This is an optimization exercise on Yosys and OpenROAD, whose aim is small area, not a production implementation. Where RTL was checked, it was by simulation tests only, not by an equivalence proof against the original. Power is estimated from default activity; no workload was simulated.

==> inputs of run a <==
==> flow/design.v <==
`timescale 1ns/1ps
`default_nettype none
module ts_tbit (
    input  wire t,
    input  wire c,
    input  wire d,
    input  wire ld,
    input  wire kp,
    output wire n,
    output wire co
);
    assign co = t & c;
    assign n = (ld & d) | (kp & (t ^ c));
endmodule
module ts_tbit_top (
    input  wire t,
    input  wire c,
    input  wire d,
    input  wire ld,
    input  wire kp,
    output wire n
);
    assign n = (ld & d) | (kp & (t ^ c));
endmodule
module ts_aoi3 (
    input  wire a0, input wire b0,
    input  wire a1, input wire b1,
    input  wire a2, input wire b2,
    output wire y
);
    assign y = ~((a0 & b0) | (a1 & b1) | (a2 & b2));
endmodule
module ts_col31 (
    input  wire [30:0] s,
    input  wire [30:0] d,
    output wire        o
);
    wire [10:0] y;
    for (genvar g = 0; g < 10; g++) begin : g_grp
        ts_aoi3 u (.a0(s[3*g]), .b0(d[3*g]), .a1(s[3*g+1]), .b1(d[3*g+1]), .a2(s[3*g+2]), .b2(d[3*g+2]), .y(y[g]));
    end
    assign y[10] = ~(s[30] & d[30]);
    assign o = ~&y;
endmodule
module ts_col20 (
    input  wire [19:0] s,
    input  wire [19:0] d,
    output wire        o
);
    wire [7:0] y;
    for (genvar g = 0; g < 6; g++) begin : g_grp
        ts_aoi3 u (.a0(s[3*g]), .b0(d[3*g]), .a1(s[3*g+1]), .b1(d[3*g+1]), .a2(s[3*g+2]), .b2(d[3*g+2]), .y(y[g]));
    end
    assign y[6] = ~(s[18] & d[18]);
    assign y[7] = ~(s[19] & d[19]);
    assign o = ~&y;
endmodule
`default_nettype wire
`timescale 1ns/1ps
`default_nettype none
module timestamp_core #(
    parameter int ABUSWIDTH = 16,
    parameter logic [3:0] IDENTIFIER = 4'b0001,
    parameter int EVT_DEPTH = 4,
    parameter int OUT_DEPTH = 16
) (
    input  wire                 BUS_CLK,
    input  wire                 RST_SYNC,
    input  wire [ABUSWIDTH-1:0] bus_add,
    input  wire [7:0]           bus_data_in,
    input  wire                 bus_wr,
    input  wire                 bus_rd,
    output logic [7:0]          bus_data_out,
    input  wire                 di,
    input  wire                 fifo_read,
    output logic                fifo_empty,
    output logic [31:0]         fifo_data
);
    localparam int NLM = 10;
    localparam int NH = 11;
    logic core_rst;
    logic enable;
    logic [7:0] lost_cnt;
    logic di_q;
    logic [63:0] tb;
    logic [2:0] ecnt;
    logic [1:0] pst;
    logic [4:0] ocnt;
    logic [1:0] hph;
    logic [3:0] rpos;
    logic [23:0] bank_l [NLM];
    logic [23:0] bank_m [NLM];
    logic [15:0] bank_h [NH];
    logic evt, store, pop, ofull, owr, ord, hpop;
    assign core_rst = RST_SYNC || (bus_wr && bus_add == 16'd0);
    always_ff @(posedge BUS_CLK) begin
        if (core_rst) enable <= 1'b0;
        else if (bus_wr && bus_add == 16'd2) enable <= bus_data_in[0];
    end
    always_ff @(posedge BUS_CLK) begin
        if (RST_SYNC) bus_data_out <= '0;
        else if (bus_rd) begin
            case (bus_add)
                16'd0: bus_data_out <= 8'h01;
                16'd2: bus_data_out <= {7'b0, enable};
                16'd3: bus_data_out <= lost_cnt;
                default: bus_data_out <= '0;
            endcase
        end
    end
    logic [7:0] tld, tkp, tall;
    logic [8:0] tcy;
    logic [63:0] tb_next;
    assign tcy[0] = 1'b1;
    for (genvar k = 0; k < 8; k++) begin : g_tbyte
        assign tld[k] = bus_wr && bus_add == 16'(8 + k) && !RST_SYNC;
        assign tkp[k] = !(bus_wr && bus_add == 16'(8 + k)) && !core_rst;
        assign tall[k] = &tb[8*k +: 8];
        assign tcy[k+1] = tcy[k] & tall[k];
        logic [7:0] lc;
        assign lc[0] = tcy[k];
        for (genvar j = 0; j < 7; j++) begin : g_tbit
            ts_tbit u_bit (
                .t(tb[8*k+j]), .c(lc[j]), .d(bus_data_in[j]), .ld(tld[k]), .kp(tkp[k]),
                .n(tb_next[8*k+j]), .co(lc[j+1])
            );
        end
        ts_tbit_top u_bit7 (
            .t(tb[8*k+7]), .c(lc[7]), .d(bus_data_in[7]), .ld(tld[k]), .kp(tkp[k]),
            .n(tb_next[8*k+7])
        );
    end
    always_ff @(posedge BUS_CLK) begin
        tb <= tb_next;
        if (core_rst) di_q <= 1'b0;
        else di_q <= di;
    end
    assign evt = enable && di && !di_q;
    assign store = evt && (ecnt != 3'd4);
    assign pop = (pst == 2'd0) && (ecnt != 3'd0);
    assign ofull = ocnt[4];
    assign owr = (pst != 2'd0) && !ofull;
    assign ord = fifo_read && (ocnt != 5'd0);
    assign hpop = ord && (hph == 2'd3);
    always_ff @(posedge BUS_CLK) begin
        if (core_rst) lost_cnt <= '0;
        else if (evt && ecnt == 3'd4 && lost_cnt != 8'hff) lost_cnt <= lost_cnt + 8'd1;
    end
    always_ff @(posedge BUS_CLK) begin
        if (core_rst) begin
            ecnt <= '0;
            pst <= '0;
            ocnt <= '0;
            hph <= 2'd1;
            rpos <= 4'hf;
        end else begin
            ecnt <= ecnt + {2'b0, store} - {2'b0, pop};
            if (pop) pst <= 2'd1;
            else if (owr) pst <= (pst == 2'd3) ? 2'd0 : pst + 2'd1;
            ocnt <= ocnt + {4'b0, owr} - {4'b0, ord};
            rpos <= rpos + {3'b0, store} - {3'b0, hpop};
            if (ord) hph <= (hph == 2'd3) ? 2'd1 : hph + 2'd1;
        end
    end
    always_ff @(posedge BUS_CLK) begin
        if (store) begin
            bank_l[0] <= tb[23:0];
            bank_m[0] <= tb[47:24];
            bank_h[0] <= tb[63:48];
            for (int i = 1; i < NLM; i++) begin
                bank_l[i] <= bank_l[i-1];
                bank_m[i] <= bank_m[i-1];
            end
            for (int i = 1; i < NH; i++) bank_h[i] <= bank_h[i-1];
        end
    end
    logic [30:0] rsel;
    always_comb begin
        for (int i = 0; i < NH; i++) begin
            rsel[i] = rpos == 4'(i) && hph == 2'd3;
            if (i < NLM) begin
                rsel[NH + i] = rpos == 4'(i) && hph == 2'd1;
                rsel[NH + NLM + i] = rpos == 4'(i) && hph == 2'd2;
            end
        end
    end
    assign fifo_empty = (ocnt == 5'd0);
    assign fifo_data[31:24] = {IDENTIFIER, 2'b00, hph};
    for (genvar j = 0; j < 24; j++) begin : g_col
        logic [30:0] d;
        for (genvar i = 0; i < NLM; i++) begin : g_lm
            assign d[NH + i] = bank_l[i][j];
            assign d[NH + NLM + i] = bank_m[i][j];
        end
        if (j < 16) begin : g_lo
            for (genvar i = 0; i < NH; i++) begin : g_h
                assign d[i] = bank_h[i][j];
            end
            ts_col31 u_col (.s(rsel), .d(d), .o(fifo_data[j]));
        end else begin : g_hi
            assign d[NH-1:0] = '0;
            ts_col20 u_col (.s(rsel[30:NH]), .d(d[30:NH]), .o(fifo_data[j]));
        end
    end
endmodule
`default_nettype wire
==> flow/flow/run.sh <==
#!/bin/bash
set -e
export CTS_ARGS="-sink_clustering_enable -repair_clock_nets -sink_clustering_size 32 -sink_clustering_max_diameter 75 -buf_list {sky130_fd_sc_hd__clkbuf_4 sky130_fd_sc_hd__clkbuf_8} -sink_clustering_buffer sky130_fd_sc_hd__clkbuf_16 -root_buf sky130_fd_sc_hd__clkbuf_8 -dont_use_dummy_load"
export BUFFER_PORTS_ARGS="-buffer_cell sky130_fd_sc_hd__buf_1"
bash standard.sh > standard.log 2>&1
==> flow/standard.sh <==
#!/bin/bash
# synth_recipe.tcl (not shown) runs the flow's synth.tcl, then flattens the netlist and writes it again
# the make line also repeats each setting of config.mk as NAME=value (left out here)
make -C /OpenROAD-flow-scripts/flow DESIGN_CONFIG=/design/flow/config.mk WORK_HOME=/design/flow/orfs CLKGATE_MAP_FILE= SYNTH_SCRIPT=/design/flow/synth_recipe.tcl "${@:-finish}"
==> flow/config.mk <==
export PLATFORM = sky130hd
export DESIGN_NAME = timestamp_core
export DESIGN_NICKNAME = timestamp_core
export VERILOG_FILES = /design/flow/design.v
export SDC_FILE = /design/flow/constraint.sdc
export NUM_CORES = 4
export LEC_CHECK = 0
export CAP_MARGIN = 20
export CORE_MARGIN = 2
export CORE_UTILIZATION = 60
export PLACE_DENSITY = 0.7
export SLEW_MARGIN = 20
export SYNTH_HIERARCHICAL = 1
export SYNTH_MINIMUM_KEEP_SIZE = 0
==> flow/constraint.sdc <==
create_clock -name core_clock -period 6.0 [get_ports {BUS_CLK}]
set_input_delay 1.2000 -clock core_clock [delete_from_list [all_inputs] [get_ports {BUS_CLK}]]
set_output_delay 1.2000 -clock core_clock [all_outputs]
set_load 0.01 [all_outputs]
==> run b: changes against run a <==
==> flow/design.v (replaced) <==
`timescale 1ns/1ps
`default_nettype none
module timestamp_core #(
    parameter int ABUSWIDTH = 16,
    parameter logic [3:0] IDENTIFIER = 4'b0001,
    parameter int EVT_DEPTH = 4,
    parameter int OUT_DEPTH = 16
) (
    input  wire                 BUS_CLK,
    input  wire                 RST_SYNC,
    input  wire [ABUSWIDTH-1:0] bus_add,
    input  wire [7:0]           bus_data_in,
    input  wire                 bus_wr,
    input  wire                 bus_rd,
    output logic [7:0]          bus_data_out,
    input  wire                 di,
    input  wire                 fifo_read,
    output logic                fifo_empty,
    output logic [31:0]         fifo_data
);
    localparam int NLM = 10;
    localparam int NH = 11;
    logic core_rst;
    logic enable;
    logic [7:0] lost_cnt;
    logic di_q;
    logic [63:0] tb;
    logic [2:0] ecnt;
    logic [1:0] pst;
    logic [4:0] ocnt;
    logic [1:0] hph;
    logic [3:0] rpos;
    logic [23:0] bank_l [NLM];
    logic [23:0] bank_m [NLM];
    logic [15:0] bank_h [NH];
    logic evt, store, pop, ofull, owr, ord, hpop;
    assign core_rst = RST_SYNC || (bus_wr && bus_add == 16'd0);
    always_ff @(posedge BUS_CLK) begin
        if (core_rst) enable <= 1'b0;
        else if (bus_wr && bus_add == 16'd2) enable <= bus_data_in[0];
    end
    always_ff @(posedge BUS_CLK) begin
        if (RST_SYNC) bus_data_out <= '0;
        else if (bus_rd) begin
            case (bus_add)
                16'd0: bus_data_out <= 8'h01;
                16'd2: bus_data_out <= {7'b0, enable};
                16'd3: bus_data_out <= lost_cnt;
                default: bus_data_out <= '0;
            endcase
        end
    end
    logic [63:0] tb_inc;
    assign tb_inc = tb + 64'd1;
    always_ff @(posedge BUS_CLK) begin
        if (core_rst) begin
            tb <= '0;
            di_q <= 1'b0;
        end else begin
            di_q <= di;
            for (int k = 0; k < 8; k++)
                tb[8*k +: 8] <= (bus_wr && bus_add == 16'(8 + k)) ? bus_data_in : tb_inc[8*k +: 8];
        end
    end
    assign evt = enable && di && !di_q;
    assign store = evt && (ecnt != 3'd4);
    assign pop = (pst == 2'd0) && (ecnt != 3'd0);
    assign ofull = ocnt[4];
    assign owr = (pst != 2'd0) && !ofull;
    assign ord = fifo_read && (ocnt != 5'd0);
    assign hpop = ord && (hph == 2'd3);
    always_ff @(posedge BUS_CLK) begin
        if (core_rst) lost_cnt <= '0;
        else if (evt && ecnt == 3'd4 && lost_cnt != 8'hff) lost_cnt <= lost_cnt + 8'd1;
    end
    always_ff @(posedge BUS_CLK) begin
        if (core_rst) begin
            ecnt <= '0;
            pst <= '0;
            ocnt <= '0;
            hph <= 2'd1;
            rpos <= 4'hf;
        end else begin
            ecnt <= ecnt + {2'b0, store} - {2'b0, pop};
            if (pop) pst <= 2'd1;
            else if (owr) pst <= (pst == 2'd3) ? 2'd0 : pst + 2'd1;
            ocnt <= ocnt + {4'b0, owr} - {4'b0, ord};
            rpos <= rpos + {3'b0, store} - {3'b0, hpop};
            if (ord) hph <= (hph == 2'd3) ? 2'd1 : hph + 2'd1;
        end
    end
    always_ff @(posedge BUS_CLK) begin
        if (store) begin
            bank_l[0] <= tb[23:0];
            bank_m[0] <= tb[47:24];
            bank_h[0] <= tb[63:48];
            for (int i = 1; i < NLM; i++) begin
                bank_l[i] <= bank_l[i-1];
                bank_m[i] <= bank_m[i-1];
            end
            for (int i = 1; i < NH; i++) bank_h[i] <= bank_h[i-1];
        end
    end
    assign fifo_empty = (ocnt == 5'd0);
    always_comb begin
        fifo_data = {IDENTIFIER, 2'b00, hph, 24'h0};
        for (int i = 0; i < NLM; i++) begin
            if (rpos == 4'(i) && hph == 2'd1) fifo_data[23:0] = fifo_data[23:0] | bank_l[i];
            if (rpos == 4'(i) && hph == 2'd2) fifo_data[23:0] = fifo_data[23:0] | bank_m[i];
        end
        for (int i = 0; i < NH; i++)
            if (rpos == 4'(i) && hph == 2'd3) fifo_data[15:0] = fifo_data[15:0] | bank_h[i];
    end
endmodule
`default_nettype wire
==> flow/run.sh (new file) <==
#!/bin/bash
# synth_recipe.tcl (not shown) runs the flow's synth.tcl, then flattens the netlist and writes it again
# the make line also repeats each setting of config.mk as NAME=value (left out here)
make -C /OpenROAD-flow-scripts/flow DESIGN_CONFIG=/design/flow/config.mk WORK_HOME=/design/flow/orfs CLKGATE_MAP_FILE= SYNTH_SCRIPT=/design/flow/synth_recipe.tcl finish
- CORE_UTILIZATION: 60 -> 70
- CTS_BUF_LIST: unset -> sky130_fd_sc_hd__clkbuf_16
- CTS_CLUSTER_DIAMETER: unset -> 60
- CTS_CLUSTER_SIZE: unset -> 30
- PLACE_DENSITY: 0.7 -> 0.8
- SYNTH_HIERARCHICAL: 1 -> unset
- SYNTH_MINIMUM_KEEP_SIZE: 0 -> unset
removed: flow/flow/run.sh
removed: flow/standard.sh
==> notes.md <==
                                                                                                                run b                      run a
Average cell area after synthesis                                                                           15.5 um^2                  18.8 um^2
CTS Root Cell                                                                              sky130_fd_sc_hd__clkbuf_16  sky130_fd_sc_hd__clkbuf_8
Inverter count of the layout excluding clock inverters                                                             22                         23
Final Instance Count excl. Fillers                                                                              2,495                      2,171
Synthesis-to-layout area growth                                                                                 9.98%                      7.13%
Crit Path Max Fanout                                                                                               33                         14
Well-Tap Cells                                                                                                    532                        600
Placed inst area                                                                                          30,600 um^2                28,800 um^2
Reported net switching power                                                                                  2510 uW                    1890 uW
Length of routed wiring on met1                                                                               26.8 mm                    25.6 mm
Multi-input combinational area share                                                                            22.1%                      19.6%
H-tree levels                                                                                                       2                          1
Slowest cell on the critical path                                                            sky130_fd_sc_hd__dfxtp_2    sky130_fd_sc_hd__nor2_2
Share of the final layout cell area in sequential cells                                                         67.8%                      73.4%
Multiplexer share of the synthesized area                                                                       1.60%                    0.0727%
Layer carrying the most global-route usage                                                                       met2                       met1
Total instance count after detailed placement                                                                   2,425                      2,139
Max_slew headroom                                                                                               27.4%                      22.6%
Max Clock Freq                                                                                                177 MHz                    212 MHz
Pin count of the biggest net entering global routing                                                              117                        124
Post-CTS clock slew at the launch and capture registers of the worst setup and hold paths                     0.10 ns                    0.12 ns
Die Height                                                                                                     208 um                     218 um
Detailed Place HPWL                                                                                           51.7 mm                    39.0 mm
Power density of the placed cells                                                                         315 nW/um^2                294 nW/um^2
Status                                                                                       timing/DRC/antenna clean   timing/DRC/antenna clean
For run b, only the layout was checked, not whether the RTL still works.

==> pepper: inputs <==
timestamp_core with an RTL version that a note above also has.
==> module timestamp_core, before the edit <==
module timestamp_core #(
    parameter int ABUSWIDTH = 16,
    parameter logic [3:0] IDENTIFIER = 4'b0001,
    parameter int EVT_DEPTH = 4,
    parameter int OUT_DEPTH = 16
) (
    input  wire                 BUS_CLK,
    input  wire                 RST_SYNC,
    input  wire [ABUSWIDTH-1:0] bus_add,
    input  wire [7:0]           bus_data_in,
    input  wire                 bus_wr,
    input  wire                 bus_rd,
    output logic [7:0]          bus_data_out,
    input  wire                 di,
    input  wire                 fifo_read,
    output logic                fifo_empty,
    output logic [31:0]         fifo_data
);
    localparam int NLM = 10;
    localparam int NH = 11;
    logic core_rst;
    logic enable;
    logic [7:0] lost_cnt;
    logic di_q;
    logic [63:0] tb;
    logic [2:0] ecnt;
    logic [1:0] pst;
    logic [4:0] ocnt;
    logic [1:0] hph;
    logic [3:0] rpos;
    logic [23:0] bank_l [NLM];
    logic [23:0] bank_m [NLM];
    logic [15:0] bank_h [NH];
    logic evt, store, pop, ofull, owr, ord, hpop;
    assign core_rst = RST_SYNC || (bus_wr && bus_add == 16'd0);
    always_ff @(posedge BUS_CLK) begin
        if (core_rst) enable <= 1'b0;
        else if (bus_wr && bus_add == 16'd2) enable <= bus_data_in[0];
    end
    always_ff @(posedge BUS_CLK) begin
        if (RST_SYNC) bus_data_out <= '0;
        else if (bus_rd) begin
            case (bus_add)
                16'd0: bus_data_out <= 8'h01;
                16'd2: bus_data_out <= {7'b0, enable};
                16'd3: bus_data_out <= lost_cnt;
                default: bus_data_out <= '0;
            endcase
        end
    end
    logic [63:0] tb_inc;
    assign tb_inc = tb + 64'd1;
    always_ff @(posedge BUS_CLK) begin
        if (core_rst) begin
            tb <= '0;
            di_q <= 1'b0;
        end else begin
            di_q <= di;
            for (int k = 0; k < 8; k++)
                tb[8*k +: 8] <= (bus_wr && bus_add == 16'(8 + k)) ? bus_data_in : tb_inc[8*k +: 8];
        end
    end
    assign evt = enable && di && !di_q;
    assign store = evt && (ecnt != 3'd4);
    assign pop = (pst == 2'd0) && (ecnt != 3'd0);
    assign ofull = ocnt[4];
    assign owr = (pst != 2'd0) && !ofull;
    assign ord = fifo_read && (ocnt != 5'd0);
    assign hpop = ord && (hph == 2'd3);
    always_ff @(posedge BUS_CLK) begin
        if (core_rst) lost_cnt <= '0;
        else if (evt && ecnt == 3'd4 && lost_cnt != 8'hff) lost_cnt <= lost_cnt + 8'd1;
    end
    always_ff @(posedge BUS_CLK) begin
        if (core_rst) begin
            ecnt <= '0;
            pst <= '0;
            ocnt <= '0;
            hph <= 2'd1;
            rpos <= 4'hf;
        end else begin
            ecnt <= ecnt + {2'b0, store} - {2'b0, pop};
            if (pop) pst <= 2'd1;
            else if (owr) pst <= (pst == 2'd3) ? 2'd0 : pst + 2'd1;
            ocnt <= ocnt + {4'b0, owr} - {4'b0, ord};
            rpos <= rpos + {3'b0, store} - {3'b0, hpop};
            if (ord) hph <= (hph == 2'd3) ? 2'd1 : hph + 2'd1;
        end
    end
    always_ff @(posedge BUS_CLK) begin
        if (store) begin
            bank_l[0] <= tb[23:0];
            bank_m[0] <= tb[47:24];
            bank_h[0] <= tb[63:48];
            for (int i = 1; i < NLM; i++) begin
                bank_l[i] <= bank_l[i-1];
                bank_m[i] <= bank_m[i-1];
            end
            for (int i = 1; i < NH; i++) bank_h[i] <= bank_h[i-1];
        end
    end
    assign fifo_empty = (ocnt == 5'd0);
    always_comb begin
        fifo_data = {IDENTIFIER, 2'b00, hph, 24'h0};
        for (int i = 0; i < NLM; i++) begin
            if (rpos == 4'(i) && hph == 2'd1) fifo_data[23:0] = fifo_data[23:0] | bank_l[i];
            if (rpos == 4'(i) && hph == 2'd2) fifo_data[23:0] = fifo_data[23:0] | bank_m[i];
        end
        for (int i = 0; i < NH; i++)
            if (rpos == 4'(i) && hph == 2'd3) fifo_data[15:0] = fifo_data[15:0] | bank_h[i];
    end
endmodule
Settings: LEC_CHECK=0, CAP_MARGIN=20, CORE_MARGIN=2, CORE_UTILIZATION=70, CTS_BUF_LIST=sky130_fd_sc_hd__clkbuf_8, CTS_CLUSTER_DIAMETER=40, CTS_CLUSTER_SIZE=16, PLACE_DENSITY=0.8, SLEW_MARGIN=20; clock period 6.0 ns.
run.sh (not shown) runs the stock make flow with config.mk's settings and CLKGATE_MAP_FILE= SYNTH_SCRIPT=/design/flow/synth_recipe.tcl, a recipe that flattens the netlist after the stock synthesis.
==> cedar: changes against pepper <==
--- a/flow/design.v
+++ b/flow/design.v
@@ -1,3 +1,57 @@
+`timescale 1ns/1ps
+`default_nettype none
+module ts_tbit (
+    input  wire t,
+    input  wire c,
+    input  wire d,
+    input  wire ld,
+    input  wire kp,
+    output wire n,
+    output wire co
+);
+    assign co = t & c;
+    assign n = (ld & d) | (kp & (t ^ c));
+endmodule
+module ts_aoi3 (
+    input  wire a0, input wire b0,
+    input  wire a1, input wire b1,
+    input  wire a2, input wire b2,
+    output wire y
+);
+    assign y = ~((a0 & b0) | (a1 & b1) | (a2 & b2));
+endmodule
+module ts_aoi2 (
+    input  wire a0, input wire b0,
+    input  wire a1, input wire b1,
+    output wire y
+);
+    assign y = ~((a0 & b0) | (a1 & b1));
+endmodule
+module ts_col31 (
+    input  wire [30:0] s,
+    input  wire [30:0] d,
+    output wire        o
+);
+    wire [10:0] y;
+    for (genvar g = 0; g < 10; g++) begin : g_grp
+        ts_aoi3 u (.a0(s[3*g]), .b0(d[3*g]), .a1(s[3*g+1]), .b1(d[3*g+1]), .a2(s[3*g+2]), .b2(d[3*g+2]), .y(y[g]));
+    end
+    assign y[10] = ~(s[30] & d[30]);
+    assign o = ~&y;
+endmodule
+module ts_col20 (
+    input  wire [19:0] s,
+    input  wire [19:0] d,
+    output wire        o
+);
+    wire [6:0] y;
+    for (genvar g = 0; g < 6; g++) begin : g_grp
+        ts_aoi3 u (.a0(s[3*g]), .b0(d[3*g]), .a1(s[3*g+1]), .b1(d[3*g+1]), .a2(s[3*g+2]), .b2(d[3*g+2]), .y(y[g]));
+    end
+    ts_aoi2 u_last (.a0(s[18]), .b0(d[18]), .a1(s[19]), .b1(d[19]), .y(y[6]));
+    assign o = ~&y;
+endmodule
+`default_nettype wire
 `timescale 1ns/1ps
 `default_nettype none
 module timestamp_core #(
@@ -50,17 +104,28 @@
             endcase
         end
     end
-    logic [63:0] tb_inc;
-    assign tb_inc = tb + 64'd1;
+    logic [7:0] tld, tkp, tall;
+    logic [8:0] tcy;
+    logic [63:0] tb_next;
+    assign tcy[0] = 1'b1;
+    for (genvar k = 0; k < 8; k++) begin : g_tbyte
+        assign tld[k] = bus_wr && bus_add == 16'(8 + k) && !RST_SYNC;
+        assign tkp[k] = !(bus_wr && bus_add == 16'(8 + k)) && !core_rst;
+        assign tall[k] = &tb[8*k +: 8];
+        assign tcy[k+1] = tcy[k] & tall[k];
+        logic [8:0] lc;
+        assign lc[0] = tcy[k];
+        for (genvar j = 0; j < 8; j++) begin : g_tbit
+            ts_tbit u_bit (
+                .t(tb[8*k+j]), .c(lc[j]), .d(bus_data_in[j]), .ld(tld[k]), .kp(tkp[k]),
+                .n(tb_next[8*k+j]), .co(lc[j+1])
+            );
+        end
+    end
     always_ff @(posedge BUS_CLK) begin
-        if (core_rst) begin
-            tb <= '0;
-            di_q <= 1'b0;
-        end else begin
-            di_q <= di;
-            for (int k = 0; k < 8; k++)
-                tb[8*k +: 8] <= (bus_wr && bus_add == 16'(8 + k)) ? bus_data_in : tb_inc[8*k +: 8];
-        end
+        tb <= tb_next;
+        if (core_rst) di_q <= 1'b0;
+        else di_q <= di;
     end
     assign evt = enable && di && !di_q;
     assign store = evt && (ecnt != 3'd4);
@@ -101,15 +166,33 @@
             for (int i = 1; i < NH; i++) bank_h[i] <= bank_h[i-1];
         end
     end
+    logic [30:0] rsel;
+    always_comb begin
+        for (int i = 0; i < NH; i++) begin
+            rsel[i] = rpos == 4'(i) && hph == 2'd3;
+            if (i < NLM) begin
+                rsel[NH + i] = rpos == 4'(i) && hph == 2'd1;
+                rsel[NH + NLM + i] = rpos == 4'(i) && hph == 2'd2;
+            end
+        end
+    end
     assign fifo_empty = (ocnt == 5'd0);
-    always_comb begin
-        fifo_data = {IDENTIFIER, 2'b00, hph, 24'h0};
-        for (int i = 0; i < NLM; i++) begin
-            if (rpos == 4'(i) && hph == 2'd1) fifo_data[23:0] = fifo_data[23:0] | bank_l[i];
-            if (rpos == 4'(i) && hph == 2'd2) fifo_data[23:0] = fifo_data[23:0] | bank_m[i];
+    assign fifo_data[31:24] = {IDENTIFIER, 2'b00, hph};
+    for (genvar j = 0; j < 24; j++) begin : g_col
+        logic [30:0] d;
+        for (genvar i = 0; i < NLM; i++) begin : g_lm
+            assign d[NH + i] = bank_l[i][j];
+            assign d[NH + NLM + i] = bank_m[i][j];
         end
-        for (int i = 0; i < NH; i++)
-            if (rpos == 4'(i) && hph == 2'd3) fifo_data[15:0] = fifo_data[15:0] | bank_h[i];
+        if (j < 16) begin : g_lo
+            for (genvar i = 0; i < NH; i++) begin : g_h
+                assign d[i] = bank_h[i][j];
+            end
+            ts_col31 u_col (.s(rsel), .d(d), .o(fifo_data[j]));
+        end else begin : g_hi
+            assign d[NH-1:0] = '0;
+            ts_col20 u_col (.s(rsel[30:NH]), .d(d[30:NH]), .o(fifo_data[j]));
+        end
     end
 endmodule
 `default_nettype wire
==> flow/flow/run.sh (new file) <==
#!/bin/bash
set -e
export CTS_ARGS="-sink_clustering_enable -repair_clock_nets -sink_clustering_size 30 -sink_clustering_max_diameter 60 -buf_list sky130_fd_sc_hd__clkbuf_16 -dont_use_dummy_load"
export BUFFER_PORTS_ARGS="-buffer_cell sky130_fd_sc_hd__buf_1"
bash standard.sh > standard.log 2>&1
==> flow/standard.sh (new file) <==
#!/bin/bash
# synth_recipe.tcl (not shown) runs the flow's synth.tcl, then flattens the netlist and writes it again
# the make line also repeats each setting of config.mk as NAME=value (left out here)
make -C /OpenROAD-flow-scripts/flow DESIGN_CONFIG=/design/flow/config.mk WORK_HOME=/design/flow/orfs CLKGATE_MAP_FILE= SYNTH_SCRIPT=/design/flow/synth_recipe.tcl "${@:-finish}"
Settings changed: CORE_UTILIZATION 70 to 75, CTS_BUF_LIST sky130_fd_sc_hd__clkbuf_8 to sky130_fd_sc_hd__clkbuf_16, CTS_CLUSTER_DIAMETER 40 to 60, CTS_CLUSTER_SIZE 16 to 30, GPL_TIMING_DRIVEN from default to 0, PLACE_DENSITY 0.8 to 0.85, SYNTH_HIERARCHICAL from default to 1, SYNTH_MINIMUM_KEEP_SIZE from default to 0.
removed: flow/run.sh
==> onyx: changes against pepper <==
--- a/flow/design.v
+++ b/flow/design.v
@@ -1,3 +1,57 @@
+`timescale 1ns/1ps
+`default_nettype none
+module ts_tbit (
+    input  wire t,
+    input  wire c,
+    input  wire d,
+    input  wire ld,
+    input  wire kp,
+    output wire n,
+    output wire co
+);
+    assign co = t & c;
+    assign n = (ld & d) | (kp & (t ^ c));
+endmodule
+module ts_aoi3 (
+    input  wire a0, input wire b0,
+    input  wire a1, input wire b1,
+    input  wire a2, input wire b2,
+    output wire y
+);
+    assign y = ~((a0 & b0) | (a1 & b1) | (a2 & b2));
+endmodule
+module ts_aoi2 (
+    input  wire a0, input wire b0,
+    input  wire a1, input wire b1,
+    output wire y
+);
+    assign y = ~((a0 & b0) | (a1 & b1));
+endmodule
+module ts_col31 (
+    input  wire [30:0] s,
+    input  wire [30:0] d,
+    output wire        o
+);
+    wire [10:0] y;
+    for (genvar g = 0; g < 10; g++) begin : g_grp
+        ts_aoi3 u (.a0(s[3*g]), .b0(d[3*g]), .a1(s[3*g+1]), .b1(d[3*g+1]), .a2(s[3*g+2]), .b2(d[3*g+2]), .y(y[g]));
+    end
+    assign y[10] = ~(s[30] & d[30]);
+    assign o = ~&y;
+endmodule
+module ts_col20 (
+    input  wire [19:0] s,
+    input  wire [19:0] d,
+    output wire        o
+);
+    wire [6:0] y;
+    for (genvar g = 0; g < 6; g++) begin : g_grp
+        ts_aoi3 u (.a0(s[3*g]), .b0(d[3*g]), .a1(s[3*g+1]), .b1(d[3*g+1]), .a2(s[3*g+2]), .b2(d[3*g+2]), .y(y[g]));
+    end
+    ts_aoi2 u_last (.a0(s[18]), .b0(d[18]), .a1(s[19]), .b1(d[19]), .y(y[6]));
+    assign o = ~&y;
+endmodule
+`default_nettype wire
 `timescale 1ns/1ps
 `default_nettype none
 module timestamp_core #(
@@ -50,17 +104,28 @@
             endcase
         end
     end
-    logic [63:0] tb_inc;
-    assign tb_inc = tb + 64'd1;
+    logic [7:0] tld, tkp, tall;
+    logic [8:0] tcy;
+    logic [63:0] tb_next;
+    assign tcy[0] = 1'b1;
+    for (genvar k = 0; k < 8; k++) begin : g_tbyte
+        assign tld[k] = bus_wr && bus_add == 16'(8 + k) && !RST_SYNC;
+        assign tkp[k] = !(bus_wr && bus_add == 16'(8 + k)) && !core_rst;
+        assign tall[k] = &tb[8*k +: 8];
+        assign tcy[k+1] = tcy[k] & tall[k];
+        logic [8:0] lc;
+        assign lc[0] = tcy[k];
+        for (genvar j = 0; j < 8; j++) begin : g_tbit
+            ts_tbit u_bit (
+                .t(tb[8*k+j]), .c(lc[j]), .d(bus_data_in[j]), .ld(tld[k]), .kp(tkp[k]),
+                .n(tb_next[8*k+j]), .co(lc[j+1])
+            );
+        end
+    end
     always_ff @(posedge BUS_CLK) begin
-        if (core_rst) begin
-            tb <= '0;
-            di_q <= 1'b0;
-        end else begin
-            di_q <= di;
-            for (int k = 0; k < 8; k++)
-                tb[8*k +: 8] <= (bus_wr && bus_add == 16'(8 + k)) ? bus_data_in : tb_inc[8*k +: 8];
-        end
+        tb <= tb_next;
+        if (core_rst) di_q <= 1'b0;
+        else di_q <= di;
     end
     assign evt = enable && di && !di_q;
     assign store = evt && (ecnt != 3'd4);
@@ -101,15 +166,33 @@
             for (int i = 1; i < NH; i++) bank_h[i] <= bank_h[i-1];
         end
     end
+    logic [30:0] rsel;
+    always_comb begin
+        for (int i = 0; i < NH; i++) begin
+            rsel[i] = rpos == 4'(i) && hph == 2'd3;
+            if (i < NLM) begin
+                rsel[NH + i] = rpos == 4'(i) && hph == 2'd1;
+                rsel[NH + NLM + i] = rpos == 4'(i) && hph == 2'd2;
+            end
+        end
+    end
     assign fifo_empty = (ocnt == 5'd0);
-    always_comb begin
-        fifo_data = {IDENTIFIER, 2'b00, hph, 24'h0};
-        for (int i = 0; i < NLM; i++) begin
-            if (rpos == 4'(i) && hph == 2'd1) fifo_data[23:0] = fifo_data[23:0] | bank_l[i];
-            if (rpos == 4'(i) && hph == 2'd2) fifo_data[23:0] = fifo_data[23:0] | bank_m[i];
+    assign fifo_data[31:24] = {IDENTIFIER, 2'b00, hph};
+    for (genvar j = 0; j < 24; j++) begin : g_col
+        logic [30:0] d;
+        for (genvar i = 0; i < NLM; i++) begin : g_lm
+            assign d[NH + i] = bank_l[i][j];
+            assign d[NH + NLM + i] = bank_m[i][j];
         end
-        for (int i = 0; i < NH; i++)
-            if (rpos == 4'(i) && hph == 2'd3) fifo_data[15:0] = fifo_data[15:0] | bank_h[i];
+        if (j < 16) begin : g_lo
+            for (genvar i = 0; i < NH; i++) begin : g_h
+                assign d[i] = bank_h[i][j];
+            end
+            ts_col31 u_col (.s(rsel), .d(d), .o(fifo_data[j]));
+        end else begin : g_hi
+            assign d[NH-1:0] = '0;
+            ts_col20 u_col (.s(rsel[30:NH]), .d(d[30:NH]), .o(fifo_data[j]));
+        end
     end
 endmodule
 `default_nettype wire
==> flow/flow/run.sh (new file) <==
#!/bin/bash
set -e
export CTS_ARGS="-sink_clustering_enable -repair_clock_nets -sink_clustering_size 30 -sink_clustering_max_diameter 60 -buf_list sky130_fd_sc_hd__clkbuf_16 -dont_use_dummy_load"
export BUFFER_PORTS_ARGS="-buffer_cell sky130_fd_sc_hd__buf_1"
bash standard.sh > standard.log 2>&1
==> flow/standard.sh (new file) <==
#!/bin/bash
# synth_recipe.tcl (not shown) runs the flow's synth.tcl, then flattens the netlist and writes it again
# the make line also repeats each setting of config.mk as NAME=value (left out here)
make -C /OpenROAD-flow-scripts/flow DESIGN_CONFIG=/design/flow/config.mk WORK_HOME=/design/flow/orfs CLKGATE_MAP_FILE= SYNTH_SCRIPT=/design/flow/synth_recipe.tcl "${@:-finish}"
Settings changed: CTS_BUF_LIST sky130_fd_sc_hd__clkbuf_8 to sky130_fd_sc_hd__clkbuf_16, CTS_CLUSTER_DIAMETER 40 to 60, CTS_CLUSTER_SIZE 16 to 30, SYNTH_HIERARCHICAL from default to 1, SYNTH_MINIMUM_KEEP_SIZE from default to 0.
removed: flow/run.sh
==> qor summary <==
quantity	onyx	pepper	cedar
Die extent in y	203 µm	208 µm	196 µm
Signal inverters	23	22	23
Via Count	15,800	18,600	16,600
Fraction of power consumed by the clock network	0.291	0.346	0.288
Number of tap cells inserted	518	532	468
Xor and xnor fraction of the mapped netlist area	0.00254	0.0226	0.00254
Comb pwr	666 µW	1120 µW	730 µW
Fraction of met3 tracks used by global routing	0.0831	0.113	0.108
Placement Cell Area	0.0287 mm²	0.0306 mm²	0.0296 mm²
Global-route track usage on met2	0.471	0.546	0.557
Number of distinct standard cells referenced by the synthesized netlist	54	62	54
Outcome	complete, no violations	complete, no violations	complete, no violations
Crit share post-route	0.751	0.953	0.780
Met2 WL	28.8 mm	35.4 mm	31.5 mm
Area of combinational cells with multiple inputs	0.00586 mm²	0.00706 mm²	0.00587 mm²
Power Clock	2610 µW	3630 µW	2600 µW
Number of cell rows	72	74	70
Number of buffer and inverter stages on the critical path	3	2	3
Smallest setup slack after layout	1500 ps	280 ps	1320 ps
R2R Path End	tb[63]	bank_h[4][15]	tb[63]
Function not checked in pepper: the RTL went through the layout flow alone.

-- port drivers added, routing unchanged --
No port has a modelled driver above. Below, the same layouts with a new extraction and two added sets of constraints. Step 1 sets driving cells, clkbuf_16 on the clock port and buf_2 on the other inputs (assumed; they add their load-dependent delay and slew). Step 2 times the ports against the registers' clock, not the clock port: input delays grow and output delays shrink by t, the midpoint of the rising clock arrivals with the driver on. Slacks: no drivers / after step 1 / after step 2; pairs: no drivers / after step 1.
| run | t, ns | slack for setup (ns) | worst hold slack (ns) | worst register clock-pin slew, ns |
|---|---|---|---|---|
| run a | 0.795 | 1.290 / 1.234 / 2.029 | 0.408 / 0.408 / 0.408 | 0.12 / 0.12 |
| run b | 0.645 | 0.353 / 0.298 / 0.942 | 0.442 / 0.442 / 0.442 | 0.11 / 0.11 |
| pepper | 0.740 | 0.280 / 0.226 / 0.967 | 0.433 / 0.433 / 0.433 | 0.10 / 0.10 |
| cedar | 0.615 | 1.319 / 1.259 / 1.874 | 0.417 / 0.417 / 0.417 | 0.12 / 0.12 |
| onyx | 0.625 | 1.497 / 1.439 / 2.049 | 0.422 / 0.422 / 0.422 | 0.11 / 0.11 |
After both steps setup and hold are still met in every run listed.
